From an optimization exercise on the open Yosys and OpenROAD flow, aimed at small area and a short achievable clock period; shortcuts taken in it are not production practice. No functional check of the RTL was part of any run shown here. Power figures rest on the tool's default switching activity, not on a simulated workload.

## flow/design.v (module list and top-level ports; edited modules follow where they fit)
// module mm_dot3: 896 lines
// module mm_dot3_fin: 61 lines
// module mm_fa: 4 lines
// module mm_ha: 4 lines
// module mm_top: 232 lines
module mm_top (
  input  logic        clk,
  input  logic        rst_n,
  input  logic        i_awvalid,
  output logic        o_awready,
  input  logic [7:0]  i_awaddr,
  input  logic        i_wvalid,
  output logic        o_wready,
  input  logic [31:0] i_wdata,
  input  logic [3:0]  i_wstrb,
  output logic        o_bvalid,
  input  logic        i_bready,
  output logic [1:0]  o_bresp,
  input  logic        i_arvalid,
  output logic        o_arready,
  input  logic [7:0]  i_araddr,
  output logic        o_rvalid,
  input  logic        i_rready,
  output logic [31:0] o_rdata,
  output logic [1:0]  o_rresp
);
  // ...
==> flow/run.sh <==
#!/bin/bash
# synth_recipe.tcl (not shown) runs the flow's synth.tcl, then flattens the netlist and writes it again
# the make line also repeats each setting of config.mk as NAME=value (left out here)
make -C /OpenROAD-flow-scripts/flow DESIGN_CONFIG=/design/flow/config.mk WORK_HOME=/design/flow/orfs CLKGATE_MAP_FILE= SYNTH_SCRIPT=/design/flow/synth_recipe.tcl finish
==> flow/config.mk <==
export PLATFORM = sky130hd
export DESIGN_NAME = mm_top
export DESIGN_NICKNAME = mm_top
export VERILOG_FILES = /design/flow/design.v
export SDC_FILE = /design/flow/constraint.sdc
export NUM_CORES = 4
export LEC_CHECK = 0
export ABC_CLOCK_PERIOD_IN_PS = 4000
export CAP_MARGIN = 20
export CORE_MARGIN = 2
export CORE_UTILIZATION = 60
export CTS_CLUSTER_DIAMETER = 100
export CTS_CLUSTER_SIZE = 24
export PLACE_DENSITY = 0.7
export SETUP_SLACK_MARGIN = 4.47
export SLEW_MARGIN = 20
export SYNTH_HIERARCHICAL = 1
==> flow/constraint.sdc <==
create_clock -name core_clock -period 8.0 [get_ports {clk}]
set_input_delay 1.6000 -clock core_clock [delete_from_list [all_inputs] [get_ports {clk}]]
set_output_delay 1.6000 -clock core_clock [all_outputs]
set_load 0.01 [all_outputs]
==> flow_summary.json, run 1 <==
{
  "worstSetupPathType": "input pin to output pin",
  "layout_commonest_cell": "dfxtp_1",
  "finalWeightedCongestion": 0.8802,
  "synth_edf_count": 90,
  "yosysMostFrequentCell": "dfxtp_1",
  "cts_resized": 141,
  "cts_hold_buffers": 0,
  "fin_area_um2": 21580,
  "synth.top_cells.by_count": "278 x dfxtp_1, 209 x nand2_1, 183 x fa_1",
  "yosysTopAreaCell": "dfxtp_1",
  "first_global_vias": 12660,
  "relSlewSlack_pct": 44.70,
  "power_frac_clock_pct": 32.6,
  "post-cts-setup-buffer-count": 27,
  "final_max_slew_viol_count": 0,
  "reg_top3": "ring_q x144, a_q x72, b_q x72",
  "finClkSkew_ns": 0.02096,
  "finish.utilization_pct": 68.03,
  "fillers": 2285,
  "cts_sinks": 400,
  "pg_clk_mw": 1.17,
  "path_cells": "buf_6, nand3_4, inv_4, buf_6",
  "power_density_nw_per_um2": 165.7,
  "slowest_stage": "buf_6",
  "crit_buf_inv": 3,
  "p_switching_uw": 825.4,
  "drt_wl_total_um": 43360,
  "muxShareOfSynthArea_pct": 5.187,
  "use_met3_pct": 3.130,
  "status": "complete, no violations",
  "seqPwrFrac_pct": 58.3,
  "largest_reg_flops": 144,
  "wl_met1_um": 18480,
  "ys.warnings.count": 15,
  "ioPinCount": 100,
  "rsz0062_at_grt": "true",
  "p_int_mw": 2.750,
  "root_buffer": "clkbuf_16",
  "power.total_mw": 3.575,
  "synthesis.instances": 1603,
  "hold_class": "flip-flop to flip-flop",
  "use_met1_pct": 36.04,
  "nNonClkBuffers": 132,
  "fmax_mhz": 283.2
}
==> module mm_dot3, before the edit <==
module mm_dot3 (
  input  wire [7:0]  i_a0, i_a1, i_a2,
  input  wire [7:0]  i_b0, i_b1, i_b2,
  output wire [34:0] o_st
);
  wire pp1;
  wire pp2;
  wire pp3;
  wire pp4;
  wire pp5;
  wire pp6;
  wire pp7;
  wire pp8;
  wire pp9;
  wire pp10;
  wire pp11;
  wire pp12;
  wire pp13;
  wire pp14;
  wire pp15;
  wire pp16;
  wire pp17;
  wire pp18;
  wire pp19;
  wire pp20;
  wire pp21;
  wire pp22;
  wire pp23;
  wire pp24;
  wire pp25;
  wire pp26;
  wire pp27;
  wire pp28;
  wire pp29;
  wire pp30;
  wire pp31;
  wire pp32;
  wire pp33;
  wire pp34;
  wire pp35;
  wire pp36;
  wire pp37;
  wire pp38;
  wire pp39;
  wire pp40;
  wire pp41;
  wire pp42;
  wire pp43;
  wire pp44;
  wire pp45;
  wire pp46;
  wire pp47;
  wire pp48;
  wire pp49;
  wire pp50;
  wire pp51;
  wire pp52;
  wire pp53;
  wire pp54;
  wire pp55;
  wire pp56;
  wire pp57;
  wire pp58;
  wire pp59;
  wire pp60;
  wire pp61;
  wire pp62;
  wire pp63;
  wire pp64;
  wire pp65;
  wire pp66;
  wire pp67;
  wire pp68;
  wire pp69;
  wire pp70;
  wire pp71;
  wire pp72;
  wire pp73;
  wire pp74;
  wire pp75;
  wire pp76;
  wire pp77;
  wire pp78;
  wire pp79;
  wire pp80;
  wire pp81;
  wire pp82;
  wire pp83;
  wire pp84;
  wire pp85;
  wire pp86;
  wire pp87;
  wire pp88;
  wire pp89;
  wire pp90;
  wire pp91;
  wire pp92;
  wire pp93;
  wire pp94;
  wire pp95;
  wire pp96;
  wire pp97;
  wire pp98;
  wire pp99;
  wire pp100;
  wire pp101;
  wire pp102;
  wire pp103;
  wire pp104;
  wire pp105;
  wire pp106;
  wire pp107;
  wire pp108;
  wire pp109;
  wire pp110;
  wire pp111;
  wire pp112;
  wire pp113;
  wire pp114;
  wire pp115;
  wire pp116;
  wire pp117;
  wire pp118;
  wire pp119;
  wire pp120;
  wire pp121;
  wire pp122;
  wire pp123;
  wire pp124;
  wire pp125;
  wire pp126;
  wire pp127;
  wire pp128;
  wire pp129;
  wire pp130;
  wire pp131;
  wire pp132;
  wire pp133;
  wire pp134;
  wire pp135;
  wire pp136;
  wire pp137;
  wire pp138;
  wire pp139;
  wire pp140;
  wire pp141;
  wire pp142;
  wire pp143;
  wire pp144;
  wire pp145;
  wire pp146;
  wire pp147;
  wire pp148;
  wire pp149;
  wire pp150;
  wire pp151;
  wire pp152;
  wire pp153;
  wire pp154;
  wire pp155;
  wire pp156;
  wire pp157;
  wire pp158;
  wire pp159;
  wire pp160;
  wire pp161;
  wire pp162;
  wire pp163;
  wire pp164;
  wire pp165;
  wire pp166;
  wire pp167;
  wire pp168;
  wire pp169;
  wire pp170;
  wire pp171;
  wire pp172;
  wire pp173;
  wire pp174;
  wire pp175;
  wire pp176;
  wire pp177;
  wire pp178;
  wire pp179;
  wire pp180;
  wire pp181;
  wire pp182;
  wire pp183;
  wire pp184;
  wire pp185;
  wire pp186;
  wire pp187;
  wire pp188;
  wire pp189;
  wire pp190;
  wire pp191;
  wire pp192;
  wire s193;
  wire c194;
  wire s195;
  wire c196;
  wire s197;
  wire c198;
  wire s199;
  wire c200;
  wire s201;
  wire c202;
  wire s203;
  wire c204;
  wire s205;
  wire c206;
  wire s207;
  wire c208;
  wire s209;
  wire c210;
  wire s211;
  wire c212;
  wire s213;
  wire c214;
  wire s215;
  wire c216;
  wire s217;
  wire c218;
  wire s219;
  wire c220;
  wire s221;
  wire c222;
  wire s223;
  wire c224;
  wire s225;
  wire c226;
  wire s227;
  wire c228;
  wire s229;
  wire c230;
  wire s231;
  wire c232;
  wire s233;
  wire c234;
  wire s235;
  wire c236;
  wire s237;
  wire c238;
  wire s239;
  wire c240;
  wire s241;
  wire c242;
  wire s243;
  wire c244;
  wire s245;
  wire c246;
  wire s247;
  wire c248;
  wire s249;
  wire c250;
  wire s251;
  wire c252;
  wire s253;
  wire c254;
  wire s255;
  wire c256;
  wire s257;
  wire c258;
  wire s259;
  wire c260;
  wire s261;
  wire c262;
  wire s263;
  wire c264;
  wire s265;
  wire c266;
  wire s267;
  wire c268;
  wire s269;
  wire c270;
  wire s271;
  wire c272;
  wire s273;
  wire c274;
  wire s275;
  wire c276;
  wire s277;
  wire c278;
  wire s279;
  wire c280;
  wire s281;
  wire c282;
  wire s283;
  wire c284;
  wire s285;
  wire c286;
  wire s287;
  wire c288;
  wire s289;
  wire c290;
  wire s291;
  wire c292;
  wire s293;
  wire c294;
  wire s295;
  wire c296;
  wire s297;
  wire c298;
  wire s299;
  wire c300;
  wire s301;
  wire c302;
  wire s303;
  wire c304;
  wire s305;
  wire c306;
  wire s307;
  wire c308;
  wire s309;
  wire c310;
  wire s311;
  wire c312;
  wire s313;
  wire c314;
  wire s315;
  wire c316;
  wire s317;
  wire c318;
  wire s319;
  wire c320;
  wire s321;
  wire c322;
  wire s323;
  wire c324;
  wire s325;
  wire c326;
  wire s327;
  wire c328;
  wire s329;
  wire c330;
  wire s331;
  wire c332;
  wire s333;
  wire c334;
  wire s335;
  wire c336;
  wire s337;
  wire c338;
  wire s339;
  wire c340;
  wire s341;
  wire c342;
  wire s343;
  wire c344;
  wire s345;
  wire c346;
  wire s347;
  wire c348;
  wire s349;
  wire c350;
  wire s351;
  wire c352;
  wire s353;
  wire c354;
  wire s355;
  wire c356;
  wire s357;
  wire c358;
  wire s359;
  wire c360;
  wire s361;
  wire c362;
  wire s363;
  wire c364;
  wire s365;
  wire c366;
  wire s367;
  wire c368;
  wire s369;
  wire c370;
  wire s371;
  wire c372;
  wire s373;
  wire c374;
  wire s375;
  wire c376;
  wire s377;
  wire c378;
  wire s379;
  wire c380;
  wire s381;
  wire c382;
  wire s383;
  wire c384;
  wire s385;
  wire c386;
  wire s387;
  wire c388;
  wire s389;
  wire c390;
  wire s391;
  wire c392;
  wire s393;
  wire c394;
  wire s395;
  wire c396;
  wire s397;
  wire c398;
  wire s399;
  wire c400;
  wire s401;
  wire c402;
  wire s403;
  wire c404;
  wire s405;
  wire c406;
  wire s407;
  wire c408;
  wire s409;
  wire c410;
  wire s411;
  wire c412;
  wire s413;
  wire c414;
  wire s415;
  wire c416;
  wire s417;
  wire c418;
  wire s419;
  wire c420;
  wire s421;
  wire c422;
  wire s423;
  wire c424;
  wire s425;
  wire c426;
  wire s427;
  wire c428;
  wire s429;
  wire c430;
  wire s431;
  wire c432;
  wire s433;
  wire c434;
  wire s435;
  wire c436;
  wire s437;
  wire c438;
  wire s439;
  wire c440;
  wire s441;
  wire c442;
  wire s443;
  wire c444;
  wire s445;
  wire c446;
  wire s447;
  wire c448;
  wire s449;
  wire c450;
  wire s451;
  wire c452;
  wire s453;
  wire c454;
  wire s455;
  wire c456;
  wire s457;
  wire c458;
  wire s459;
  wire c460;
  wire s461;
  wire c462;
  wire s463;
  wire c464;
  wire s465;
  wire c466;
  wire s467;
  wire c468;
  wire s469;
  wire c470;
  wire s471;
  wire c472;
  wire s473;
  wire c474;
  wire s475;
  wire c476;
  wire s477;
  wire c478;
  wire s479;
  wire c480;
  wire s481;
  wire c482;
  wire s483;
  wire c484;
  wire s485;
  wire c486;
  wire s487;
  wire c488;
  wire s489;
  wire c490;
  wire s491;
  wire c492;
  wire s493;
  wire c494;
  wire s495;
  wire c496;
  wire s497;
  wire c498;
  wire s499;
  wire c500;
  wire s501;
  wire c502;
  wire s503;
  wire s504;
  wire c505;
  wire s506;
  wire c507;
  wire s508;
  wire c509;
  wire s510;
  wire c511;
  wire s512;
  wire c513;
  wire s514;
  wire c515;
  wire s516;
  wire c517;
  wire s518;
  wire c519;
  wire s520;
  wire c521;
  wire s522;
  wire c523;
  wire s524;
  wire c525;
  wire s526;
  wire c527;
  wire s528;
  assign pp1 = ~(i_a0[0] & i_b0[0]);
  assign pp2 = ~(i_a0[0] & i_b0[1]);
  assign pp3 = ~(i_a0[0] & i_b0[2]);
  assign pp4 = ~(i_a0[0] & i_b0[3]);
  assign pp5 = ~(i_a0[0] & i_b0[4]);
  assign pp6 = ~(i_a0[0] & i_b0[5]);
  assign pp7 = ~(i_a0[0] & i_b0[6]);
  assign pp8 = i_a0[0] & i_b0[7];
  assign pp9 = ~(i_a0[1] & i_b0[0]);
  assign pp10 = ~(i_a0[1] & i_b0[1]);
  assign pp11 = ~(i_a0[1] & i_b0[2]);
  assign pp12 = ~(i_a0[1] & i_b0[3]);
  assign pp13 = ~(i_a0[1] & i_b0[4]);
  assign pp14 = ~(i_a0[1] & i_b0[5]);
  assign pp15 = ~(i_a0[1] & i_b0[6]);
  assign pp16 = i_a0[1] & i_b0[7];
  assign pp17 = ~(i_a0[2] & i_b0[0]);
  assign pp18 = ~(i_a0[2] & i_b0[1]);
  assign pp19 = ~(i_a0[2] & i_b0[2]);
  assign pp20 = ~(i_a0[2] & i_b0[3]);
  assign pp21 = ~(i_a0[2] & i_b0[4]);
  assign pp22 = ~(i_a0[2] & i_b0[5]);
  assign pp23 = ~(i_a0[2] & i_b0[6]);
  assign pp24 = i_a0[2] & i_b0[7];
  assign pp25 = ~(i_a0[3] & i_b0[0]);
  assign pp26 = ~(i_a0[3] & i_b0[1]);
  assign pp27 = ~(i_a0[3] & i_b0[2]);
  assign pp28 = ~(i_a0[3] & i_b0[3]);
  assign pp29 = ~(i_a0[3] & i_b0[4]);
  assign pp30 = ~(i_a0[3] & i_b0[5]);
  assign pp31 = ~(i_a0[3] & i_b0[6]);
  assign pp32 = i_a0[3] & i_b0[7];
  assign pp33 = ~(i_a0[4] & i_b0[0]);
  assign pp34 = ~(i_a0[4] & i_b0[1]);
  assign pp35 = ~(i_a0[4] & i_b0[2]);
  assign pp36 = ~(i_a0[4] & i_b0[3]);
  assign pp37 = ~(i_a0[4] & i_b0[4]);
  assign pp38 = ~(i_a0[4] & i_b0[5]);
  assign pp39 = ~(i_a0[4] & i_b0[6]);
  assign pp40 = i_a0[4] & i_b0[7];
  assign pp41 = ~(i_a0[5] & i_b0[0]);
  assign pp42 = ~(i_a0[5] & i_b0[1]);
  assign pp43 = ~(i_a0[5] & i_b0[2]);
  assign pp44 = ~(i_a0[5] & i_b0[3]);
  assign pp45 = ~(i_a0[5] & i_b0[4]);
  assign pp46 = ~(i_a0[5] & i_b0[5]);
  assign pp47 = ~(i_a0[5] & i_b0[6]);
  assign pp48 = i_a0[5] & i_b0[7];
  assign pp49 = ~(i_a0[6] & i_b0[0]);
  assign pp50 = ~(i_a0[6] & i_b0[1]);
  assign pp51 = ~(i_a0[6] & i_b0[2]);
  assign pp52 = ~(i_a0[6] & i_b0[3]);
  assign pp53 = ~(i_a0[6] & i_b0[4]);
  assign pp54 = ~(i_a0[6] & i_b0[5]);
  assign pp55 = ~(i_a0[6] & i_b0[6]);
  assign pp56 = i_a0[6] & i_b0[7];
  assign pp57 = i_a0[7] & i_b0[0];
  assign pp58 = i_a0[7] & i_b0[1];
  assign pp59 = i_a0[7] & i_b0[2];
  assign pp60 = i_a0[7] & i_b0[3];
  assign pp61 = i_a0[7] & i_b0[4];
  assign pp62 = i_a0[7] & i_b0[5];
  assign pp63 = i_a0[7] & i_b0[6];
  assign pp64 = ~(i_a0[7] & i_b0[7]);
  assign pp65 = ~(i_a1[0] & i_b1[0]);
  assign pp66 = ~(i_a1[0] & i_b1[1]);
  assign pp67 = ~(i_a1[0] & i_b1[2]);
  assign pp68 = ~(i_a1[0] & i_b1[3]);
  assign pp69 = ~(i_a1[0] & i_b1[4]);
  assign pp70 = ~(i_a1[0] & i_b1[5]);
  assign pp71 = ~(i_a1[0] & i_b1[6]);
  assign pp72 = i_a1[0] & i_b1[7];
  assign pp73 = ~(i_a1[1] & i_b1[0]);
  assign pp74 = ~(i_a1[1] & i_b1[1]);
  assign pp75 = ~(i_a1[1] & i_b1[2]);
  assign pp76 = ~(i_a1[1] & i_b1[3]);
  assign pp77 = ~(i_a1[1] & i_b1[4]);
  assign pp78 = ~(i_a1[1] & i_b1[5]);
  assign pp79 = ~(i_a1[1] & i_b1[6]);
  assign pp80 = i_a1[1] & i_b1[7];
  assign pp81 = ~(i_a1[2] & i_b1[0]);
  assign pp82 = ~(i_a1[2] & i_b1[1]);
  assign pp83 = ~(i_a1[2] & i_b1[2]);
  assign pp84 = ~(i_a1[2] & i_b1[3]);
  assign pp85 = ~(i_a1[2] & i_b1[4]);
  assign pp86 = ~(i_a1[2] & i_b1[5]);
  assign pp87 = ~(i_a1[2] & i_b1[6]);
  assign pp88 = i_a1[2] & i_b1[7];
  assign pp89 = ~(i_a1[3] & i_b1[0]);
  assign pp90 = ~(i_a1[3] & i_b1[1]);
  assign pp91 = ~(i_a1[3] & i_b1[2]);
  assign pp92 = ~(i_a1[3] & i_b1[3]);
  assign pp93 = ~(i_a1[3] & i_b1[4]);
  assign pp94 = ~(i_a1[3] & i_b1[5]);
  assign pp95 = ~(i_a1[3] & i_b1[6]);
  assign pp96 = i_a1[3] & i_b1[7];
  assign pp97 = ~(i_a1[4] & i_b1[0]);
  assign pp98 = ~(i_a1[4] & i_b1[1]);
  assign pp99 = ~(i_a1[4] & i_b1[2]);
  assign pp100 = ~(i_a1[4] & i_b1[3]);
  assign pp101 = ~(i_a1[4] & i_b1[4]);
  assign pp102 = ~(i_a1[4] & i_b1[5]);
  assign pp103 = ~(i_a1[4] & i_b1[6]);
  assign pp104 = i_a1[4] & i_b1[7];
  assign pp105 = ~(i_a1[5] & i_b1[0]);
  assign pp106 = ~(i_a1[5] & i_b1[1]);
  assign pp107 = ~(i_a1[5] & i_b1[2]);
  assign pp108 = ~(i_a1[5] & i_b1[3]);
  assign pp109 = ~(i_a1[5] & i_b1[4]);
  assign pp110 = ~(i_a1[5] & i_b1[5]);
  assign pp111 = ~(i_a1[5] & i_b1[6]);
  assign pp112 = i_a1[5] & i_b1[7];
  assign pp113 = ~(i_a1[6] & i_b1[0]);
  assign pp114 = ~(i_a1[6] & i_b1[1]);
  assign pp115 = ~(i_a1[6] & i_b1[2]);
  assign pp116 = ~(i_a1[6] & i_b1[3]);
  assign pp117 = ~(i_a1[6] & i_b1[4]);
  assign pp118 = ~(i_a1[6] & i_b1[5]);
  assign pp119 = ~(i_a1[6] & i_b1[6]);
  assign pp120 = i_a1[6] & i_b1[7];
  assign pp121 = i_a1[7] & i_b1[0];
  assign pp122 = i_a1[7] & i_b1[1];
  assign pp123 = i_a1[7] & i_b1[2];
  assign pp124 = i_a1[7] & i_b1[3];
  assign pp125 = i_a1[7] & i_b1[4];
  assign pp126 = i_a1[7] & i_b1[5];
  assign pp127 = i_a1[7] & i_b1[6];
  assign pp128 = ~(i_a1[7] & i_b1[7]);
  assign pp129 = ~(i_a2[0] & i_b2[0]);
  assign pp130 = ~(i_a2[0] & i_b2[1]);
  assign pp131 = ~(i_a2[0] & i_b2[2]);
  assign pp132 = ~(i_a2[0] & i_b2[3]);
  assign pp133 = ~(i_a2[0] & i_b2[4]);
  assign pp134 = ~(i_a2[0] & i_b2[5]);
  assign pp135 = ~(i_a2[0] & i_b2[6]);
  assign pp136 = i_a2[0] & i_b2[7];
  assign pp137 = ~(i_a2[1] & i_b2[0]);
  assign pp138 = ~(i_a2[1] & i_b2[1]);
  assign pp139 = ~(i_a2[1] & i_b2[2]);
  assign pp140 = ~(i_a2[1] & i_b2[3]);
  assign pp141 = ~(i_a2[1] & i_b2[4]);
  assign pp142 = ~(i_a2[1] & i_b2[5]);
  assign pp143 = ~(i_a2[1] & i_b2[6]);
  assign pp144 = i_a2[1] & i_b2[7];
  assign pp145 = ~(i_a2[2] & i_b2[0]);
  assign pp146 = ~(i_a2[2] & i_b2[1]);
  assign pp147 = ~(i_a2[2] & i_b2[2]);
  assign pp148 = ~(i_a2[2] & i_b2[3]);
  assign pp149 = ~(i_a2[2] & i_b2[4]);
  assign pp150 = ~(i_a2[2] & i_b2[5]);
  assign pp151 = ~(i_a2[2] & i_b2[6]);
  assign pp152 = i_a2[2] & i_b2[7];
  assign pp153 = ~(i_a2[3] & i_b2[0]);
  assign pp154 = ~(i_a2[3] & i_b2[1]);
  assign pp155 = ~(i_a2[3] & i_b2[2]);
  assign pp156 = ~(i_a2[3] & i_b2[3]);
  assign pp157 = ~(i_a2[3] & i_b2[4]);
  assign pp158 = ~(i_a2[3] & i_b2[5]);
  assign pp159 = ~(i_a2[3] & i_b2[6]);
  assign pp160 = i_a2[3] & i_b2[7];
  assign pp161 = ~(i_a2[4] & i_b2[0]);
  assign pp162 = ~(i_a2[4] & i_b2[1]);
  assign pp163 = ~(i_a2[4] & i_b2[2]);
  assign pp164 = ~(i_a2[4] & i_b2[3]);
  assign pp165 = ~(i_a2[4] & i_b2[4]);
  assign pp166 = ~(i_a2[4] & i_b2[5]);
  assign pp167 = ~(i_a2[4] & i_b2[6]);
  assign pp168 = i_a2[4] & i_b2[7];
  assign pp169 = ~(i_a2[5] & i_b2[0]);
  assign pp170 = ~(i_a2[5] & i_b2[1]);
  assign pp171 = ~(i_a2[5] & i_b2[2]);
  assign pp172 = ~(i_a2[5] & i_b2[3]);
  assign pp173 = ~(i_a2[5] & i_b2[4]);
  assign pp174 = ~(i_a2[5] & i_b2[5]);
  assign pp175 = ~(i_a2[5] & i_b2[6]);
  assign pp176 = i_a2[5] & i_b2[7];
  assign pp177 = ~(i_a2[6] & i_b2[0]);
  assign pp178 = ~(i_a2[6] & i_b2[1]);
  assign pp179 = ~(i_a2[6] & i_b2[2]);
  assign pp180 = ~(i_a2[6] & i_b2[3]);
  assign pp181 = ~(i_a2[6] & i_b2[4]);
  assign pp182 = ~(i_a2[6] & i_b2[5]);
  assign pp183 = ~(i_a2[6] & i_b2[6]);
  assign pp184 = i_a2[6] & i_b2[7];
  assign pp185 = i_a2[7] & i_b2[0];
  assign pp186 = i_a2[7] & i_b2[1];
  assign pp187 = i_a2[7] & i_b2[2];
  assign pp188 = i_a2[7] & i_b2[3];
  assign pp189 = i_a2[7] & i_b2[4];
  assign pp190 = i_a2[7] & i_b2[5];
  assign pp191 = i_a2[7] & i_b2[6];
  assign pp192 = ~(i_a2[7] & i_b2[7]);
  mm_fa u_s193 (.i_a(pp106), .i_b(pp113), .i_c(pp135), .o_s(s193), .o_c(c194));
  mm_fa u_s195 (.i_a(pp100), .i_b(pp107), .i_c(pp114), .o_s(s195), .o_c(c196));
  mm_fa u_s197 (.i_a(pp121), .i_b(pp136), .i_c(pp143), .o_s(s197), .o_c(c198));
  mm_fa u_s199 (.i_a(pp15), .i_b(pp150), .i_c(pp157), .o_s(s199), .o_c(c200));
  mm_ha u_s201 (.i_a(pp101), .i_b(pp108), .o_s(s201), .o_c(c202));
  mm_fa u_s203 (.i_a(pp115), .i_b(pp122), .i_c(pp144), .o_s(s203), .o_c(c204));
  mm_fa u_s205 (.i_a(pp151), .i_b(pp158), .i_c(pp16), .o_s(s205), .o_c(c206));
  mm_ha u_s207 (.i_a(pp102), .i_b(pp109), .o_s(s207), .o_c(c208));
  mm_fa u_s209 (.i_a(pp116), .i_b(pp123), .i_c(1'b1), .o_s(s209), .o_c(c210));
  mm_fa u_s211 (.i_a(pp12), .i_b(pp133), .i_c(pp140), .o_s(s211), .o_c(c212));
  mm_fa u_s213 (.i_a(pp105), .i_b(pp13), .i_c(pp134), .o_s(s213), .o_c(c214));
  mm_fa u_s215 (.i_a(pp141), .i_b(pp148), .i_c(pp155), .o_s(s215), .o_c(c216));
  mm_fa u_s217 (.i_a(pp162), .i_b(pp169), .i_c(pp20), .o_s(s217), .o_c(c218));
  mm_fa u_s219 (.i_a(pp14), .i_b(pp142), .i_c(pp149), .o_s(s219), .o_c(c220));
  mm_fa u_s221 (.i_a(pp156), .i_b(pp163), .i_c(pp170), .o_s(s221), .o_c(c222));
  mm_fa u_s223 (.i_a(pp177), .i_b(pp21), .i_c(pp28), .o_s(s223), .o_c(c224));
  mm_fa u_s225 (.i_a(pp35), .i_b(pp42), .i_c(pp49), .o_s(s225), .o_c(c226));
  mm_fa u_s227 (.i_a(pp7), .i_b(pp71), .i_c(1'b1), .o_s(s227), .o_c(c228));
  mm_fa u_s229 (.i_a(pp164), .i_b(pp171), .i_c(pp178), .o_s(s229), .o_c(c230));
  mm_fa u_s231 (.i_a(pp185), .i_b(pp22), .i_c(pp29), .o_s(s231), .o_c(c232));
  mm_fa u_s233 (.i_a(pp36), .i_b(pp43), .i_c(pp50), .o_s(s233), .o_c(c234));
  mm_fa u_s235 (.i_a(pp57), .i_b(pp72), .i_c(pp79), .o_s(s235), .o_c(c236));
  mm_fa u_s237 (.i_a(pp8), .i_b(pp86), .i_c(pp93), .o_s(s237), .o_c(c238));
  mm_fa u_s239 (.i_a(c194), .i_b(s195), .i_c(1'b1), .o_s(s239), .o_c(c240));
  mm_fa u_s241 (.i_a(pp165), .i_b(pp172), .i_c(pp179), .o_s(s241), .o_c(c242));
  mm_fa u_s243 (.i_a(pp186), .i_b(pp23), .i_c(pp30), .o_s(s243), .o_c(c244));
  mm_fa u_s245 (.i_a(pp37), .i_b(pp44), .i_c(pp51), .o_s(s245), .o_c(c246));
  mm_fa u_s247 (.i_a(pp58), .i_b(pp80), .i_c(pp87), .o_s(s247), .o_c(c248));
  mm_fa u_s249 (.i_a(pp94), .i_b(c196), .i_c(c198), .o_s(s249), .o_c(c250));
  mm_fa u_s251 (.i_a(c200), .i_b(s201), .i_c(s203), .o_s(s251), .o_c(c252));
  mm_fa u_s253 (.i_a(pp152), .i_b(pp159), .i_c(pp166), .o_s(s253), .o_c(c254));
  mm_fa u_s255 (.i_a(pp173), .i_b(pp180), .i_c(pp187), .o_s(s255), .o_c(c256));
  mm_fa u_s257 (.i_a(pp24), .i_b(pp31), .i_c(pp38), .o_s(s257), .o_c(c258));
  mm_fa u_s259 (.i_a(pp45), .i_b(pp52), .i_c(pp59), .o_s(s259), .o_c(c260));
  mm_fa u_s261 (.i_a(pp88), .i_b(pp95), .i_c(s209), .o_s(s261), .o_c(c262));
  mm_fa u_s263 (.i_a(c202), .i_b(c204), .i_c(c206), .o_s(s263), .o_c(c264));
  mm_fa u_s265 (.i_a(pp103), .i_b(pp110), .i_c(pp117), .o_s(s265), .o_c(c266));
  mm_fa u_s267 (.i_a(pp124), .i_b(pp160), .i_c(pp167), .o_s(s267), .o_c(c268));
  mm_fa u_s269 (.i_a(pp174), .i_b(pp181), .i_c(pp188), .o_s(s269), .o_c(c270));
  mm_fa u_s271 (.i_a(pp32), .i_b(pp39), .i_c(pp46), .o_s(s271), .o_c(c272));
  mm_fa u_s273 (.i_a(pp53), .i_b(pp60), .i_c(pp96), .o_s(s273), .o_c(c274));
  mm_fa u_s275 (.i_a(pp104), .i_b(pp111), .i_c(pp118), .o_s(s275), .o_c(c276));
  mm_fa u_s277 (.i_a(pp125), .i_b(pp168), .i_c(pp175), .o_s(s277), .o_c(c278));
  mm_fa u_s279 (.i_a(pp11), .i_b(pp132), .i_c(pp139), .o_s(s279), .o_c(c280));
  mm_fa u_s281 (.i_a(pp146), .i_b(pp153), .i_c(1'b1), .o_s(s281), .o_c(c282));
  mm_fa u_s283 (.i_a(pp147), .i_b(pp154), .i_c(pp161), .o_s(s283), .o_c(c284));
  mm_fa u_s285 (.i_a(pp19), .i_b(pp26), .i_c(pp33), .o_s(s285), .o_c(c286));
  mm_fa u_s287 (.i_a(pp5), .i_b(pp69), .i_c(pp76), .o_s(s287), .o_c(c288));
  mm_fa u_s289 (.i_a(pp27), .i_b(pp34), .i_c(pp41), .o_s(s289), .o_c(c290));
  mm_fa u_s291 (.i_a(pp6), .i_b(pp70), .i_c(pp77), .o_s(s291), .o_c(c292));
  mm_fa u_s293 (.i_a(pp84), .i_b(pp91), .i_c(pp98), .o_s(s293), .o_c(c294));
  mm_fa u_s295 (.i_a(c212), .i_b(s213), .i_c(1'b1), .o_s(s295), .o_c(c296));
  mm_fa u_s297 (.i_a(pp78), .i_b(pp85), .i_c(pp92), .o_s(s297), .o_c(c298));
  mm_fa u_s299 (.i_a(pp99), .i_b(s227), .i_c(c214), .o_s(s299), .o_c(c300));
  mm_fa u_s301 (.i_a(c216), .i_b(c218), .i_c(s193), .o_s(s301), .o_c(c302));
  mm_fa u_s303 (.i_a(s219), .i_b(s221), .i_c(s223), .o_s(s303), .o_c(c304));
  mm_fa u_s305 (.i_a(c228), .i_b(c220), .i_c(c222), .o_s(s305), .o_c(c306));
  mm_fa u_s307 (.i_a(c224), .i_b(c226), .i_c(s197), .o_s(s307), .o_c(c308));
  mm_fa u_s309 (.i_a(s199), .i_b(s229), .i_c(s231), .o_s(s309), .o_c(c310));
  mm_fa u_s311 (.i_a(s233), .i_b(s235), .i_c(s237), .o_s(s311), .o_c(c312));
  mm_fa u_s313 (.i_a(c230), .i_b(c232), .i_c(c234), .o_s(s313), .o_c(c314));
  mm_fa u_s315 (.i_a(c236), .i_b(c238), .i_c(s205), .o_s(s315), .o_c(c316));
  mm_fa u_s317 (.i_a(s241), .i_b(s243), .i_c(s245), .o_s(s317), .o_c(c318));
  mm_fa u_s319 (.i_a(s247), .i_b(c240), .i_c(s249), .o_s(s319), .o_c(c320));
  mm_fa u_s321 (.i_a(c242), .i_b(c244), .i_c(c246), .o_s(s321), .o_c(c322));
  mm_fa u_s323 (.i_a(c248), .i_b(s207), .i_c(s253), .o_s(s323), .o_c(c324));
  mm_fa u_s325 (.i_a(s255), .i_b(s257), .i_c(s259), .o_s(s325), .o_c(c326));
  mm_fa u_s327 (.i_a(s261), .i_b(c250), .i_c(c252), .o_s(s327), .o_c(c328));
  mm_fa u_s329 (.i_a(c210), .i_b(c208), .i_c(c254), .o_s(s329), .o_c(c330));
  mm_fa u_s331 (.i_a(c256), .i_b(c258), .i_c(c260), .o_s(s331), .o_c(c332));
  mm_fa u_s333 (.i_a(s265), .i_b(s267), .i_c(s269), .o_s(s333), .o_c(c334));
  mm_fa u_s335 (.i_a(s271), .i_b(s273), .i_c(c262), .o_s(s335), .o_c(c336));
  mm_fa u_s337 (.i_a(pp182), .i_b(pp189), .i_c(pp40), .o_s(s337), .o_c(c338));
  mm_fa u_s339 (.i_a(pp47), .i_b(pp54), .i_c(pp61), .o_s(s339), .o_c(c340));
  mm_fa u_s341 (.i_a(c266), .i_b(c268), .i_c(c270), .o_s(s341), .o_c(c342));
  mm_fa u_s343 (.i_a(c272), .i_b(c274), .i_c(s275), .o_s(s343), .o_c(c344));
  mm_fa u_s345 (.i_a(pp112), .i_b(pp119), .i_c(pp126), .o_s(s345), .o_c(c346));
  mm_fa u_s347 (.i_a(pp176), .i_b(pp183), .i_c(pp190), .o_s(s347), .o_c(c348));
  mm_fa u_s349 (.i_a(pp48), .i_b(pp55), .i_c(pp62), .o_s(s349), .o_c(c350));
  mm_fa u_s351 (.i_a(pp10), .i_b(pp131), .i_c(pp138), .o_s(s351), .o_c(c352));
  mm_fa u_s353 (.i_a(pp145), .i_b(pp17), .i_c(1'b1), .o_s(s353), .o_c(c354));
  mm_fa u_s355 (.i_a(pp18), .i_b(pp25), .i_c(pp4), .o_s(s355), .o_c(c356));
  mm_fa u_s357 (.i_a(pp68), .i_b(pp75), .i_c(pp82), .o_s(s357), .o_c(c358));
  mm_fa u_s359 (.i_a(pp89), .i_b(s281), .i_c(1'b1), .o_s(s359), .o_c(c360));
  mm_fa u_s361 (.i_a(pp83), .i_b(pp90), .i_c(pp97), .o_s(s361), .o_c(c362));
  mm_fa u_s363 (.i_a(c282), .i_b(c280), .i_c(s211), .o_s(s363), .o_c(c364));
  mm_fa u_s365 (.i_a(s283), .i_b(s285), .i_c(s287), .o_s(s365), .o_c(c366));
  mm_fa u_s367 (.i_a(c284), .i_b(c286), .i_c(c288), .o_s(s367), .o_c(c368));
  mm_fa u_s369 (.i_a(s215), .i_b(s217), .i_c(s289), .o_s(s369), .o_c(c370));
  mm_fa u_s371 (.i_a(s291), .i_b(s293), .i_c(s295), .o_s(s371), .o_c(c372));
  mm_fa u_s373 (.i_a(c290), .i_b(c292), .i_c(c294), .o_s(s373), .o_c(c374));
  mm_fa u_s375 (.i_a(s225), .i_b(s297), .i_c(c296), .o_s(s375), .o_c(c376));
  mm_fa u_s377 (.i_a(s299), .i_b(s301), .i_c(s303), .o_s(s377), .o_c(c378));
  mm_fa u_s379 (.i_a(c298), .i_b(c300), .i_c(s239), .o_s(s379), .o_c(c380));
  mm_fa u_s381 (.i_a(c302), .i_b(c304), .i_c(s305), .o_s(s381), .o_c(c382));
  mm_fa u_s383 (.i_a(s307), .i_b(s309), .i_c(s311), .o_s(s383), .o_c(c384));
  mm_fa u_s385 (.i_a(c306), .i_b(c308), .i_c(c310), .o_s(s385), .o_c(c386));
  mm_fa u_s387 (.i_a(c312), .i_b(s313), .i_c(s315), .o_s(s387), .o_c(c388));
  mm_fa u_s389 (.i_a(s251), .i_b(s317), .i_c(s319), .o_s(s389), .o_c(c390));
  mm_fa u_s391 (.i_a(c314), .i_b(c316), .i_c(c318), .o_s(s391), .o_c(c392));
  mm_fa u_s393 (.i_a(s263), .i_b(s321), .i_c(s323), .o_s(s393), .o_c(c394));
  mm_fa u_s395 (.i_a(s325), .i_b(c320), .i_c(s327), .o_s(s395), .o_c(c396));
  mm_fa u_s397 (.i_a(c264), .i_b(c322), .i_c(c324), .o_s(s397), .o_c(c398));
  mm_fa u_s399 (.i_a(c326), .i_b(s329), .i_c(s331), .o_s(s399), .o_c(c400));
  mm_fa u_s401 (.i_a(s333), .i_b(s335), .i_c(c328), .o_s(s401), .o_c(c402));
  mm_fa u_s403 (.i_a(s277), .i_b(s337), .i_c(s339), .o_s(s403), .o_c(c404));
  mm_fa u_s405 (.i_a(c330), .i_b(c332), .i_c(c334), .o_s(s405), .o_c(c406));
  mm_fa u_s407 (.i_a(s341), .i_b(s343), .i_c(c336), .o_s(s407), .o_c(c408));
  mm_fa u_s409 (.i_a(c276), .i_b(c278), .i_c(c338), .o_s(s409), .o_c(c410));
  mm_fa u_s411 (.i_a(c340), .i_b(s345), .i_c(s347), .o_s(s411), .o_c(c412));
  mm_fa u_s413 (.i_a(s349), .i_b(c342), .i_c(c344), .o_s(s413), .o_c(c414));
  mm_fa u_s415 (.i_a(pp120), .i_b(pp127), .i_c(pp184), .o_s(s415), .o_c(c416));
  mm_fa u_s417 (.i_a(pp191), .i_b(pp56), .i_c(pp63), .o_s(s417), .o_c(c418));
  mm_fa u_s419 (.i_a(c346), .i_b(c348), .i_c(c350), .o_s(s419), .o_c(c420));
  mm_fa u_s421 (.i_a(pp130), .i_b(pp137), .i_c(pp2), .o_s(s421), .o_c(c422));
  mm_fa u_s423 (.i_a(pp3), .i_b(pp67), .i_c(pp74), .o_s(s423), .o_c(c424));
  mm_fa u_s425 (.i_a(pp81), .i_b(s353), .i_c(1'b1), .o_s(s425), .o_c(c426));
  mm_fa u_s427 (.i_a(c354), .i_b(c352), .i_c(s279), .o_s(s427), .o_c(c428));
  mm_fa u_s429 (.i_a(s355), .i_b(s357), .i_c(s359), .o_s(s429), .o_c(c430));
  mm_fa u_s431 (.i_a(c356), .i_b(c358), .i_c(c360), .o_s(s431), .o_c(c432));
  mm_fa u_s433 (.i_a(s361), .i_b(s363), .i_c(s365), .o_s(s433), .o_c(c434));
  mm_fa u_s435 (.i_a(c362), .i_b(c364), .i_c(c366), .o_s(s435), .o_c(c436));
  mm_fa u_s437 (.i_a(s367), .i_b(s369), .i_c(s371), .o_s(s437), .o_c(c438));
  mm_fa u_s439 (.i_a(c368), .i_b(c370), .i_c(s373), .o_s(s439), .o_c(c440));
  mm_fa u_s441 (.i_a(s375), .i_b(c372), .i_c(s377), .o_s(s441), .o_c(c442));
  mm_fa u_s443 (.i_a(c374), .i_b(c376), .i_c(s379), .o_s(s443), .o_c(c444));
  mm_fa u_s445 (.i_a(c378), .i_b(s381), .i_c(s383), .o_s(s445), .o_c(c446));
  mm_fa u_s447 (.i_a(c380), .i_b(c382), .i_c(s385), .o_s(s447), .o_c(c448));
  mm_fa u_s449 (.i_a(c384), .i_b(s387), .i_c(s389), .o_s(s449), .o_c(c450));
  mm_fa u_s451 (.i_a(c386), .i_b(c388), .i_c(s391), .o_s(s451), .o_c(c452));
  mm_fa u_s453 (.i_a(s393), .i_b(c390), .i_c(s395), .o_s(s453), .o_c(c454));
  mm_fa u_s455 (.i_a(c392), .i_b(s397), .i_c(c394), .o_s(s455), .o_c(c456));
  mm_fa u_s457 (.i_a(s399), .i_b(s401), .i_c(c396), .o_s(s457), .o_c(c458));
  mm_fa u_s459 (.i_a(s403), .i_b(c398), .i_c(c400), .o_s(s459), .o_c(c460));
  mm_fa u_s461 (.i_a(s405), .i_b(s407), .i_c(c402), .o_s(s461), .o_c(c462));
  mm_fa u_s463 (.i_a(c404), .i_b(s409), .i_c(s411), .o_s(s463), .o_c(c464));
  mm_fa u_s465 (.i_a(c406), .i_b(s413), .i_c(c408), .o_s(s465), .o_c(c466));
  mm_fa u_s467 (.i_a(s415), .i_b(s417), .i_c(c410), .o_s(s467), .o_c(c468));
  mm_fa u_s469 (.i_a(c412), .i_b(s419), .i_c(c414), .o_s(s469), .o_c(c470));
  mm_fa u_s471 (.i_a(pp128), .i_b(pp192), .i_c(pp64), .o_s(s471), .o_c(c472));
  mm_fa u_s473 (.i_a(c416), .i_b(c418), .i_c(c420), .o_s(s473), .o_c(c474));
  mm_fa u_s475 (.i_a(pp66), .i_b(pp73), .i_c(1'b1), .o_s(s475), .o_c(c476));
  mm_fa u_s477 (.i_a(c422), .i_b(s351), .i_c(s423), .o_s(s477), .o_c(c478));
  mm_fa u_s479 (.i_a(c424), .i_b(c426), .i_c(s427), .o_s(s479), .o_c(c480));
  mm_fa u_s481 (.i_a(c428), .i_b(s431), .i_c(c430), .o_s(s481), .o_c(c482));
  mm_fa u_s483 (.i_a(c432), .i_b(c434), .i_c(s435), .o_s(s483), .o_c(c484));
  mm_fa u_s485 (.i_a(c436), .i_b(s439), .i_c(c438), .o_s(s485), .o_c(c486));
  mm_fa u_s487 (.i_a(c440), .i_b(s443), .i_c(c442), .o_s(s487), .o_c(c488));
  mm_fa u_s489 (.i_a(c444), .i_b(s447), .i_c(c446), .o_s(s489), .o_c(c490));
  mm_fa u_s491 (.i_a(c448), .i_b(s451), .i_c(c450), .o_s(s491), .o_c(c492));
  mm_fa u_s493 (.i_a(c452), .i_b(s455), .i_c(c454), .o_s(s493), .o_c(c494));
  mm_fa u_s495 (.i_a(c456), .i_b(s459), .i_c(s461), .o_s(s495), .o_c(c496));
  mm_fa u_s497 (.i_a(s463), .i_b(c460), .i_c(s465), .o_s(s497), .o_c(c498));
  mm_fa u_s499 (.i_a(s467), .i_b(c464), .i_c(s469), .o_s(s499), .o_c(c500));
  mm_fa u_s501 (.i_a(s471), .i_b(c468), .i_c(s473), .o_s(s501), .o_c(c502));
  assign s503 = ~(c472);
  mm_fa u_s504 (.i_a(pp1), .i_b(pp129), .i_c(pp65), .o_s(s504), .o_c(c505));
  mm_fa u_s506 (.i_a(pp9), .i_b(s475), .i_c(c505), .o_s(s506), .o_c(c507));
  mm_fa u_s508 (.i_a(s421), .i_b(s506), .i_c(1'b1), .o_s(s508), .o_c(c509));
  mm_fa u_s510 (.i_a(c476), .i_b(s425), .i_c(c507), .o_s(s510), .o_c(c511));
  mm_fa u_s512 (.i_a(s477), .i_b(c509), .i_c(s510), .o_s(s512), .o_c(c513));
  mm_fa u_s514 (.i_a(c478), .i_b(s429), .i_c(c511), .o_s(s514), .o_c(c515));
  mm_fa u_s516 (.i_a(s479), .i_b(c513), .i_c(s514), .o_s(s516), .o_c(c517));
  mm_fa u_s518 (.i_a(c480), .i_b(s433), .i_c(s481), .o_s(s518), .o_c(c519));
  mm_fa u_s520 (.i_a(c515), .i_b(c517), .i_c(s518), .o_s(s520), .o_c(c521));
  mm_fa u_s522 (.i_a(c482), .i_b(s437), .i_c(c519), .o_s(s522), .o_c(c523));
  mm_fa u_s524 (.i_a(c484), .i_b(s441), .i_c(s485), .o_s(s524), .o_c(c525));
  mm_fa u_s526 (.i_a(c470), .i_b(s501), .i_c(c500), .o_s(s526), .o_c(c527));
  assign s528 = s503 ^ c474 ^ c502;
  assign o_st = {c527, s528, s526, c498, s499, c466, c496, s497, c462, c494, s495, c458, s493, c492, s457, s491, c490, s453, s489, s449, c488, c525, s487, c486, s445, s524, c523, c521, s522, s483, s520, s516, s512, s508, s504};
endmodule
==> module mm_dot3_fin, before the edit <==
module mm_dot3_fin (
  input  wire [34:0] i_st,
  output wire [15:0] o_n0,
  output wire [15:0] o_n1
);
  wire s1;
  wire c2;
  wire s3;
  wire c4;
  wire s5;
  wire c6;
  wire s7;
  wire c8;
  wire s9;
  wire c10;
  wire s11;
  wire c12;
  wire s13;
  wire c14;
  wire s15;
  wire c16;
  wire s17;
  wire c18;
  wire s19;
  wire c20;
  wire s21;
  wire c22;
  wire s23;
  wire c24;
  wire s25;
  wire c26;
  wire s27;
  wire c28;
  wire s29;
  wire c30;
  wire s31;
  wire c32;
  wire s33;
  wire c34;
  wire s35;
  mm_fa u_s1 (.i_a(i_st[10]), .i_b(i_st[11]), .i_c(1'b1), .o_s(s1), .o_c(c2));
  mm_fa u_s3 (.i_a(i_st[14]), .i_b(i_st[15]), .i_c(1'b1), .o_s(s3), .o_c(c4));
  mm_fa u_s5 (.i_a(i_st[17]), .i_b(i_st[18]), .i_c(1'b1), .o_s(s5), .o_c(c6));
  mm_fa u_s7 (.i_a(i_st[20]), .i_b(i_st[21]), .i_c(1'b1), .o_s(s7), .o_c(c8));
  mm_fa u_s9 (.i_a(i_st[23]), .i_b(i_st[24]), .i_c(1'b1), .o_s(s9), .o_c(c10));
  mm_fa u_s11 (.i_a(i_st[26]), .i_b(i_st[27]), .i_c(1'b1), .o_s(s11), .o_c(c12));
  mm_fa u_s13 (.i_a(i_st[29]), .i_b(i_st[30]), .i_c(1'b1), .o_s(s13), .o_c(c14));
  mm_fa u_s15 (.i_a(i_st[5]), .i_b(i_st[6]), .i_c(1'b1), .o_s(s15), .o_c(c16));
  mm_fa u_s17 (.i_a(i_st[8]), .i_b(i_st[9]), .i_c(1'b1), .o_s(s17), .o_c(c18));
  mm_fa u_s19 (.i_a(i_st[12]), .i_b(i_st[13]), .i_c(s1), .o_s(s19), .o_c(c20));
  mm_fa u_s21 (.i_a(i_st[16]), .i_b(c2), .i_c(s3), .o_s(s21), .o_c(c22));
  mm_fa u_s23 (.i_a(i_st[19]), .i_b(c4), .i_c(s5), .o_s(s23), .o_c(c24));
  mm_fa u_s25 (.i_a(i_st[22]), .i_b(c6), .i_c(s7), .o_s(s25), .o_c(c26));
  mm_fa u_s27 (.i_a(i_st[25]), .i_b(c8), .i_c(s9), .o_s(s27), .o_c(c28));
  mm_fa u_s29 (.i_a(i_st[28]), .i_b(c10), .i_c(s11), .o_s(s29), .o_c(c30));
  mm_fa u_s31 (.i_a(i_st[31]), .i_b(c12), .i_c(s13), .o_s(s31), .o_c(c32));
  mm_fa u_s33 (.i_a(i_st[32]), .i_b(c14), .i_c(1'b1), .o_s(s33), .o_c(c34));
  assign s35 = ~(i_st[33] ^ i_st[34]);
  assign o_n0 = {s35, s33, c30, c28, c26, c24, c22, c20, c18, c16, i_st[7], i_st[4], i_st[3], i_st[2], i_st[1], i_st[0]};
  assign o_n1 = {c34, c32, s31, s29, s27, s25, s23, s21, s19, s17, s15, 1'b1, 1'b1, 1'b1, 1'b1, 1'b1};
endmodule
==> inputs of run 2 (changes only) <==
--- a/flow/design.v
+++ b/flow/design.v
@@ -765,7 +765,8 @@
   mm_fa u_s203 (.i_a(pp115), .i_b(pp122), .i_c(pp144), .o_s(s203), .o_c(c204));
   mm_fa u_s205 (.i_a(pp151), .i_b(pp158), .i_c(pp16), .o_s(s205), .o_c(c206));
   mm_ha u_s207 (.i_a(pp102), .i_b(pp109), .o_s(s207), .o_c(c208));
-  mm_fa u_s209 (.i_a(pp116), .i_b(pp123), .i_c(1'b1), .o_s(s209), .o_c(c210));
+  mm_xnor u_s209 (.i_a(pp116), .i_b(pp123), .o_y(s209));
+  mm_or u_c210 (.i_a(pp116), .i_b(pp123), .o_y(c210));
   mm_fa u_s211 (.i_a(pp12), .i_b(pp133), .i_c(pp140), .o_s(s211), .o_c(c212));
   mm_fa u_s213 (.i_a(pp105), .i_b(pp13), .i_c(pp134), .o_s(s213), .o_c(c214));
   mm_fa u_s215 (.i_a(pp141), .i_b(pp148), .i_c(pp155), .o_s(s215), .o_c(c216));
@@ -774,13 +775,15 @@
   mm_fa u_s221 (.i_a(pp156), .i_b(pp163), .i_c(pp170), .o_s(s221), .o_c(c222));
   mm_fa u_s223 (.i_a(pp177), .i_b(pp21), .i_c(pp28), .o_s(s223), .o_c(c224));
   mm_fa u_s225 (.i_a(pp35), .i_b(pp42), .i_c(pp49), .o_s(s225), .o_c(c226));
-  mm_fa u_s227 (.i_a(pp7), .i_b(pp71), .i_c(1'b1), .o_s(s227), .o_c(c228));
+  mm_xnor u_s227 (.i_a(pp7), .i_b(pp71), .o_y(s227));
+  mm_or u_c228 (.i_a(pp7), .i_b(pp71), .o_y(c228));
   mm_fa u_s229 (.i_a(pp164), .i_b(pp171), .i_c(pp178), .o_s(s229), .o_c(c230));
   mm_fa u_s231 (.i_a(pp185), .i_b(pp22), .i_c(pp29), .o_s(s231), .o_c(c232));
   mm_fa u_s233 (.i_a(pp36), .i_b(pp43), .i_c(pp50), .o_s(s233), .o_c(c234));
   mm_fa u_s235 (.i_a(pp57), .i_b(pp72), .i_c(pp79), .o_s(s235), .o_c(c236));
   mm_fa u_s237 (.i_a(pp8), .i_b(pp86), .i_c(pp93), .o_s(s237), .o_c(c238));
-  mm_fa u_s239 (.i_a(c194), .i_b(s195), .i_c(1'b1), .o_s(s239), .o_c(c240));
+  mm_xnor u_s239 (.i_a(c194), .i_b(s195), .o_y(s239));
+  mm_or u_c240 (.i_a(c194), .i_b(s195), .o_y(c240));
   mm_fa u_s241 (.i_a(pp165), .i_b(pp172), .i_c(pp179), .o_s(s241), .o_c(c242));
   mm_fa u_s243 (.i_a(pp186), .i_b(pp23), .i_c(pp30), .o_s(s243), .o_c(c244));
   mm_fa u_s245 (.i_a(pp37), .i_b(pp44), .i_c(pp51), .o_s(s245), .o_c(c246));
@@ -801,14 +804,16 @@
   mm_fa u_s275 (.i_a(pp104), .i_b(pp111), .i_c(pp118), .o_s(s275), .o_c(c276));
   mm_fa u_s277 (.i_a(pp125), .i_b(pp168), .i_c(pp175), .o_s(s277), .o_c(c278));
   mm_fa u_s279 (.i_a(pp11), .i_b(pp132), .i_c(pp139), .o_s(s279), .o_c(c280));
-  mm_fa u_s281 (.i_a(pp146), .i_b(pp153), .i_c(1'b1), .o_s(s281), .o_c(c282));
+  mm_xnor u_s281 (.i_a(pp146), .i_b(pp153), .o_y(s281));
+  mm_or u_c282 (.i_a(pp146), .i_b(pp153), .o_y(c282));
   mm_fa u_s283 (.i_a(pp147), .i_b(pp154), .i_c(pp161), .o_s(s283), .o_c(c284));
   mm_fa u_s285 (.i_a(pp19), .i_b(pp26), .i_c(pp33), .o_s(s285), .o_c(c286));
   mm_fa u_s287 (.i_a(pp5), .i_b(pp69), .i_c(pp76), .o_s(s287), .o_c(c288));
   mm_fa u_s289 (.i_a(pp27), .i_b(pp34), .i_c(pp41), .o_s(s289), .o_c(c290));
   mm_fa u_s291 (.i_a(pp6), .i_b(pp70), .i_c(pp77), .o_s(s291), .o_c(c292));
   mm_fa u_s293 (.i_a(pp84), .i_b(pp91), .i_c(pp98), .o_s(s293), .o_c(c294));
-  mm_fa u_s295 (.i_a(c212), .i_b(s213), .i_c(1'b1), .o_s(s295), .o_c(c296));
+  mm_xnor u_s295 (.i_a(c212), .i_b(s213), .o_y(s295));
+  mm_or u_c296 (.i_a(c212), .i_b(s213), .o_y(c296));
   mm_fa u_s297 (.i_a(pp78), .i_b(pp85), .i_c(pp92), .o_s(s297), .o_c(c298));
   mm_fa u_s299 (.i_a(pp99), .i_b(s227), .i_c(c214), .o_s(s299), .o_c(c300));
   mm_fa u_s301 (.i_a(c216), .i_b(c218), .i_c(s193), .o_s(s301), .o_c(c302));
@@ -837,10 +842,12 @@
   mm_fa u_s347 (.i_a(pp176), .i_b(pp183), .i_c(pp190), .o_s(s347), .o_c(c348));
   mm_fa u_s349 (.i_a(pp48), .i_b(pp55), .i_c(pp62), .o_s(s349), .o_c(c350));
   mm_fa u_s351 (.i_a(pp10), .i_b(pp131), .i_c(pp138), .o_s(s351), .o_c(c352));
-  mm_fa u_s353 (.i_a(pp145), .i_b(pp17), .i_c(1'b1), .o_s(s353), .o_c(c354));
+  mm_xnor u_s353 (.i_a(pp145), .i_b(pp17), .o_y(s353));
+  mm_or u_c354 (.i_a(pp145), .i_b(pp17), .o_y(c354));
   mm_fa u_s355 (.i_a(pp18), .i_b(pp25), .i_c(pp4), .o_s(s355), .o_c(c356));
   mm_fa u_s357 (.i_a(pp68), .i_b(pp75), .i_c(pp82), .o_s(s357), .o_c(c358));
-  mm_fa u_s359 (.i_a(pp89), .i_b(s281), .i_c(1'b1), .o_s(s359), .o_c(c360));
+  mm_xnor u_s359 (.i_a(pp89), .i_b(s281), .o_y(s359));
+  mm_or u_c360 (.i_a(pp89), .i_b(s281), .o_y(c360));
   mm_fa u_s361 (.i_a(pp83), .i_b(pp90), .i_c(pp97), .o_s(s361), .o_c(c362));
   mm_fa u_s363 (.i_a(c282), .i_b(c280), .i_c(s211), .o_s(s363), .o_c(c364));
   mm_fa u_s365 (.i_a(s283), .i_b(s285), .i_c(s287), .o_s(s365), .o_c(c366));
@@ -873,7 +880,8 @@
   mm_fa u_s419 (.i_a(c346), .i_b(c348), .i_c(c350), .o_s(s419), .o_c(c420));
   mm_fa u_s421 (.i_a(pp130), .i_b(pp137), .i_c(pp2), .o_s(s421), .o_c(c422));
   mm_fa u_s423 (.i_a(pp3), .i_b(pp67), .i_c(pp74), .o_s(s423), .o_c(c424));
-  mm_fa u_s425 (.i_a(pp81), .i_b(s353), .i_c(1'b1), .o_s(s425), .o_c(c426));
+  mm_xnor u_s425 (.i_a(pp81), .i_b(s353), .o_y(s425));
+  mm_or u_c426 (.i_a(pp81), .i_b(s353), .o_y(c426));
   mm_fa u_s427 (.i_a(c354), .i_b(c352), .i_c(s279), .o_s(s427), .o_c(c428));
   mm_fa u_s429 (.i_a(s355), .i_b(s357), .i_c(s359), .o_s(s429), .o_c(c430));
   mm_fa u_s431 (.i_a(c356), .i_b(c358), .i_c(c360), .o_s(s431), .o_c(c432));
@@ -898,7 +906,8 @@
   mm_fa u_s469 (.i_a(c412), .i_b(s419), .i_c(c414), .o_s(s469), .o_c(c470));
   mm_fa u_s471 (.i_a(pp128), .i_b(pp192), .i_c(pp64), .o_s(s471), .o_c(c472));
   mm_fa u_s473 (.i_a(c416), .i_b(c418), .i_c(c420), .o_s(s473), .o_c(c474));
-  mm_fa u_s475 (.i_a(pp66), .i_b(pp73), .i_c(1'b1), .o_s(s475), .o_c(c476));
+  mm_xnor u_s475 (.i_a(pp66), .i_b(pp73), .o_y(s475));
+  mm_or u_c476 (.i_a(pp66), .i_b(pp73), .o_y(c476));
   mm_fa u_s477 (.i_a(c422), .i_b(s351), .i_c(s423), .o_s(s477), .o_c(c478));
   mm_fa u_s479 (.i_a(c424), .i_b(c426), .i_c(s427), .o_s(s479), .o_c(c480));
   mm_fa u_s481 (.i_a(c428), .i_b(s431), .i_c(c430), .o_s(s481), .o_c(c482));
@@ -915,7 +924,8 @@
   assign s503 = ~(c472);
   mm_fa u_s504 (.i_a(pp1), .i_b(pp129), .i_c(pp65), .o_s(s504), .o_c(c505));
   mm_fa u_s506 (.i_a(pp9), .i_b(s475), .i_c(c505), .o_s(s506), .o_c(c507));
-  mm_fa u_s508 (.i_a(s421), .i_b(s506), .i_c(1'b1), .o_s(s508), .o_c(c509));
+  mm_xnor u_s508 (.i_a(s421), .i_b(s506), .o_y(s508));
+  mm_or u_c509 (.i_a(s421), .i_b(s506), .o_y(c509));
   mm_fa u_s510 (.i_a(c476), .i_b(s425), .i_c(c507), .o_s(s510), .o_c(c511));
   mm_fa u_s512 (.i_a(s477), .i_b(c509), .i_c(s510), .o_s(s512), .o_c(c513));
   mm_fa u_s514 (.i_a(c478), .i_b(s429), .i_c(c511), .o_s(s514), .o_c(c515));
@@ -968,15 +978,24 @@
   wire s33;
   wire c34;
   wire s35;
-  mm_fa u_s1 (.i_a(i_st[10]), .i_b(i_st[11]), .i_c(1'b1), .o_s(s1), .o_c(c2));
-  mm_fa u_s3 (.i_a(i_st[14]), .i_b(i_st[15]), .i_c(1'b1), .o_s(s3), .o_c(c4));
-  mm_fa u_s5 (.i_a(i_st[17]), .i_b(i_st[18]), .i_c(1'b1), .o_s(s5), .o_c(c6));
-  mm_fa u_s7 (.i_a(i_st[20]), .i_b(i_st[21]), .i_c(1'b1), .o_s(s7), .o_c(c8));
-  mm_fa u_s9 (.i_a(i_st[23]), .i_b(i_st[24]), .i_c(1'b1), .o_s(s9), .o_c(c10));
-  mm_fa u_s11 (.i_a(i_st[26]), .i_b(i_st[27]), .i_c(1'b1), .o_s(s11), .o_c(c12));
-  mm_fa u_s13 (.i_a(i_st[29]), .i_b(i_st[30]), .i_c(1'b1), .o_s(s13), .o_c(c14));
-  mm_fa u_s15 (.i_a(i_st[5]), .i_b(i_st[6]), .i_c(1'b1), .o_s(s15), .o_c(c16));
-  mm_fa u_s17 (.i_a(i_st[8]), .i_b(i_st[9]), .i_c(1'b1), .o_s(s17), .o_c(c18));
+  mm_xnor u_s1 (.i_a(i_st[10]), .i_b(i_st[11]), .o_y(s1));
+  mm_or u_c2 (.i_a(i_st[10]), .i_b(i_st[11]), .o_y(c2));
+  mm_xnor u_s3 (.i_a(i_st[14]), .i_b(i_st[15]), .o_y(s3));
+  mm_or u_c4 (.i_a(i_st[14]), .i_b(i_st[15]), .o_y(c4));
+  mm_xnor u_s5 (.i_a(i_st[17]), .i_b(i_st[18]), .o_y(s5));
+  mm_or u_c6 (.i_a(i_st[17]), .i_b(i_st[18]), .o_y(c6));
+  mm_xnor u_s7 (.i_a(i_st[20]), .i_b(i_st[21]), .o_y(s7));
+  mm_or u_c8 (.i_a(i_st[20]), .i_b(i_st[21]), .o_y(c8));
+  mm_xnor u_s9 (.i_a(i_st[23]), .i_b(i_st[24]), .o_y(s9));
+  mm_or u_c10 (.i_a(i_st[23]), .i_b(i_st[24]), .o_y(c10));
+  mm_xnor u_s11 (.i_a(i_st[26]), .i_b(i_st[27]), .o_y(s11));
+  mm_or u_c12 (.i_a(i_st[26]), .i_b(i_st[27]), .o_y(c12));
+  mm_xnor u_s13 (.i_a(i_st[29]), .i_b(i_st[30]), .o_y(s13));
+  mm_or u_c14 (.i_a(i_st[29]), .i_b(i_st[30]), .o_y(c14));
+  mm_xnor u_s15 (.i_a(i_st[5]), .i_b(i_st[6]), .o_y(s15));
+  mm_or u_c16 (.i_a(i_st[5]), .i_b(i_st[6]), .o_y(c16));
+  mm_xnor u_s17 (.i_a(i_st[8]), .i_b(i_st[9]), .o_y(s17));
+  mm_or u_c18 (.i_a(i_st[8]), .i_b(i_st[9]), .o_y(c18));
   mm_fa u_s19 (.i_a(i_st[12]), .i_b(i_st[13]), .i_c(s1), .o_s(s19), .o_c(c20));
   mm_fa u_s21 (.i_a(i_st[16]), .i_b(c2), .i_c(s3), .o_s(s21), .o_c(c22));
   mm_fa u_s23 (.i_a(i_st[19]), .i_b(c4), .i_c(s5), .o_s(s23), .o_c(c24));
@@ -984,7 +1003,8 @@
   mm_fa u_s27 (.i_a(i_st[25]), .i_b(c8), .i_c(s9), .o_s(s27), .o_c(c28));
   mm_fa u_s29 (.i_a(i_st[28]), .i_b(c10), .i_c(s11), .o_s(s29), .o_c(c30));
   mm_fa u_s31 (.i_a(i_st[31]), .i_b(c12), .i_c(s13), .o_s(s31), .o_c(c32));
-  mm_fa u_s33 (.i_a(i_st[32]), .i_b(c14), .i_c(1'b1), .o_s(s33), .o_c(c34));
+  mm_xnor u_s33 (.i_a(i_st[32]), .i_b(c14), .o_y(s33));
+  mm_or u_c34 (.i_a(i_st[32]), .i_b(c14), .o_y(c34));
   assign s35 = ~(i_st[33] ^ i_st[34]);
   assign o_n0 = {s35, s33, c30, c28, c26, c24, c22, c20, c18, c16, i_st[7], i_st[4], i_st[3], i_st[2], i_st[1], i_st[0]};
   assign o_n1 = {c34, c32, s31, s29, s27, s25, s23, s21, s19, s17, s15, 1'b1, 1'b1, 1'b1, 1'b1, 1'b1};
@@ -997,6 +1017,12 @@
   assign o_s = i_a ^ i_b;
   assign o_c = i_a & i_b;
 endmodule
+module mm_xnor (input wire i_a, i_b, output wire o_y);
+  assign o_y = ~(i_a ^ i_b);
+endmodule
+module mm_or (input wire i_a, i_b, output wire o_y);
+  assign o_y = i_a | i_b;
+endmodule
 `default_nettype wire
 `timescale 1ns/1ps
 `default_nettype none
==> flow/flow/run.sh (new file) <==
#!/bin/bash
# Layout flow: the standard ORFS flow (standard.sh, unchanged synthesis and
# scripts) with the port buffers that placement inserts made the smallest
# buffer instead of the one buffer_ports picks by default. Timing repair still
# resizes any port buffer on a critical path.
set -euo pipefail
export BUFFER_PORTS_ARGS="-buffer_cell sky130_fd_sc_hd__buf_1"
bash standard.sh > standard.log 2>&1
==> flow/standard.sh (new file) <==
#!/bin/bash
# synth_recipe.tcl (not shown) runs the flow's synth.tcl, then flattens the netlist and writes it again
# the make line also repeats each setting of config.mk as NAME=value (left out here)
make -C /OpenROAD-flow-scripts/flow DESIGN_CONFIG=/design/flow/config.mk WORK_HOME=/design/flow/orfs CLKGATE_MAP_FILE= SYNTH_SCRIPT=/design/flow/synth_recipe.tcl "${@:-finish}"
removed: flow/run.sh
==> run 2 against run 1 <==
Combinational power decreased by 62%. Sequential cell count unchanged. Utilization decreased by 3.3 points. Fmax decreased by 1.3%. Via count decreased by 0.40%. Global-route usage decreased by 1.3 points. Register-to-register slack about the same.
==> flow_summary.json, run 2 <==
{
  "finalWeightedCongestion": 0.8922,
  "core_um2": 31640,
  "reg_top3": "ring_q x144, a_q x72, b_q x72",
  "seqPwrFrac_pct": 62.3,
  "rsz0062_at_grt": "true",
  "yosysTopAreaCell": "dfxtp_1",
  "fmax_mhz": 279.4,
  "reg2reg_slack_ns": 4.54,
  "dp_cells": 1934,
  "first_global_vias": 12160,
  "layout.cells.non_filler": 1997,
  "synth.top_cells.by_count": "278 x dfxtp_1, 209 x nand2_1, 163 x fa_1",
  "status": "complete, no violations",
  "sw_frac_of_total_pct": 21.29,
  "final_max_slew_viol_count": 0,
  "syn-cell-area_um2": 19290,
  "ys.warnings.count": 15,
  "whs_path_depth": 0,
  "largest_reg_flops": 144,
  "crit_path_start_kind": "input pin",
  "cts_sinks": 400,
  "largest-register": "ring_q",
  "tightestPinTransition_ns": 0.9727,
  "rows": 65,
  "grt_pass1_wl_um": 65760,
  "path_cells": "buf_1, nand3_2, inv_2, buf_6",
  "synth_edf_count": 90,
  "rr_worst_depth": 7,
  "fillers": 2416,
  "yosysMostFrequentCell": "dfxtp_1",
  "power.total_mw": 3.330,
  "root_buffer": "clkbuf_16",
  "hpwlAfterDp_um": 28400,
  "power_density_nw_per_um2": 162.7,
  "slowest_stage": "buf_6",
  "finalHoldViolCount": 0,
  "min-delay-start": "ring_q[6][1]",
  "area_delta_synth_final_pct": 6.103,
  "fin_crit_sh_pct": 44.73,
  "drive_gt1_share_pct": 11.85,
  "firstDrtPassIters": 7,
  "cts_buffer_depth": 3,
  "synth_top_area_share_pct": 28.85,
  "wl_met1_um": 17880,
  "synthTopCellsByArea": "dfxtp_1 29%, fa_1 17%, edfxtp_1 14%, mux2_1 4.2%, nand2_1 4.1%",
  "p_switching_uw": 708.8,
  "cap_violations": 0,
  "tns_ns": 0,
  "cts-buffers-inserted": 20,
  "grtUsageTotal_pct": 24.97,
  "async_reset_ff_share_pct": 8.000,
  "cts.clk_slew.worst_paths_ns": 0.10,
  "htreeDepth": 1,
  "power_frac_clock_pct": 33.9,
  "critPathMaxStageDelay_ns": 0.10,
  "cts_hold_buffers": 0,
  "synth_ff_type": "dfxtp_1",
  "finClkSkew_ns": 0.01856,
  "synthesis.instances": 1622,
  "drt_wl_total_um": 42080,
  "layout_commonest_cell": "dfxtp_1",
  "hold_class": "flip-flop to flip-flop",
  "port-buffer-count": 69,
  "hold_end": "ring_q[7][1]",
  "rr_startpoint": "a_q[6][1]",
  "p_int_mw": 2.621,
  "wl_met2_um": 20020,
  "ioPinCount": 100,
  "relSlewSlack_pct": 35.15,
  "wl_per_cell_um": 21.07,
  "worstSetupPathType": "input pin to output pin"
}
[run 2: stage by stage]
stage          hold slack [ns]  util, %  area [um2]  setup slack (ns)
2_1_floorplan           0.3262        -       19540             4.397
3_3_place_gp            0.3290    60.73       19210             3.098
3_5_place_dp            0.3353    60.73       19210             3.046
4_1_cts                 0.3445    63.51       20090             4.293
5_1_grt                 0.3524    64.70       20470             4.396
6_report                0.3424    64.70       20470             4.421
[run 2: worst max path at each step]
| stage | from | end | slack (ns) | depth (start not counted) |
|---|---|---|---|---|
| floorplan | i_awaddr[3] | a_q[4][0] | 4.40 | 12 |
| global placement | i_awaddr[2] | a_q[8][4] | 3.10 | 7 |
| detailed placement | i_awaddr[2] | a_q[8][7] | 3.05 | 7 |
| CTS | i_awaddr[6] | a_q[4][2] | 4.29 | 8 |
| global route | i_awvalid | o_awready | 4.40 | 4 |
| finish | i_awvalid | o_wready | 4.42 | 4 |
[run 2: cell type report]
type | count | area share (%)
Tap cell | 402 | 2.457
Inverter | 55 | 1.045
Timing Repair Buffer | 102 | 3.191
Clock inverter | 2 | 0.1284
Sequential cell | 400 | 44.57
Clock buffer | 33 | 2.787
Multi-Input combinational cell | 1003 | 45.82
[run 2: power groups by stage]
stage                     Clock [mW]  Combinational (mW)  Sequential (mW)
after CTS                       1.15               0.118             2.08
after global routing            1.23               0.136             2.08
after detailed placement           0               0.111             2.12
after floorplan                    0              0.0765             2.13
final                           1.13               0.125             2.07
after global placement             0               0.110             2.12
[run 2: modules after synthesis (local to each module, per instance)]
| module | flops+latches | times used |
|---|---|---|
| mm_ha | 0 | 2 |
| mm_dot3_fin | 0 | 1 |
| mm_or | 0 | 20 |
| mm_fa | 0 | 162 |
| mm_xnor | 0 | 20 |
| mm_dot3 | 0 | 1 |
| mm_top | 400 | 1 |
[run 2: logic make-up after synthesis]
kind of cell | share of synthesized area (%)
and+or+nand+nor | 11.12
DFF | 47.02
AOI/OAI and AO/OA | 9.781
buffers and inverters | 6.674
adders and majority gates | 18.54
muxes | 5.215
xor gates and xnor gates | 1.615
other | 0.03893
[run 2: metal layers]
layer	GRT usage [%]	vias up
met5	0	-
met4	6.336	0
met3	3.376	89
met2	41.68	510
met1	34.84	6151
li1	-	5484
[run 2: timing repair]
| action | CTS | global route |
|---|---|---|
| pin swaps | 2 | 7 |
| endpoints found under the setup margin | 166 | 162 |
| cloned | 0 | 2 |
| hold endpoints to repair | 0 | 0 |
| buffers inserted | 10 | 16 |
| resized for setup | 57 | 54 |
[run 2: critical path, delay by kind of cell]
family        cells  cell delay [ns]
simple gates      1             0.09
buf+inv           3             0.28

Re-timed with assumed drivers on the ports (clkbuf_16 on the clock, buf_2 on other inputs), run 2 has 4.394 ns of setup slack against 4.421 ns with ideal ports, and 3.935 ns once port delays also move by the mid clock arrival of 0.575 ns.
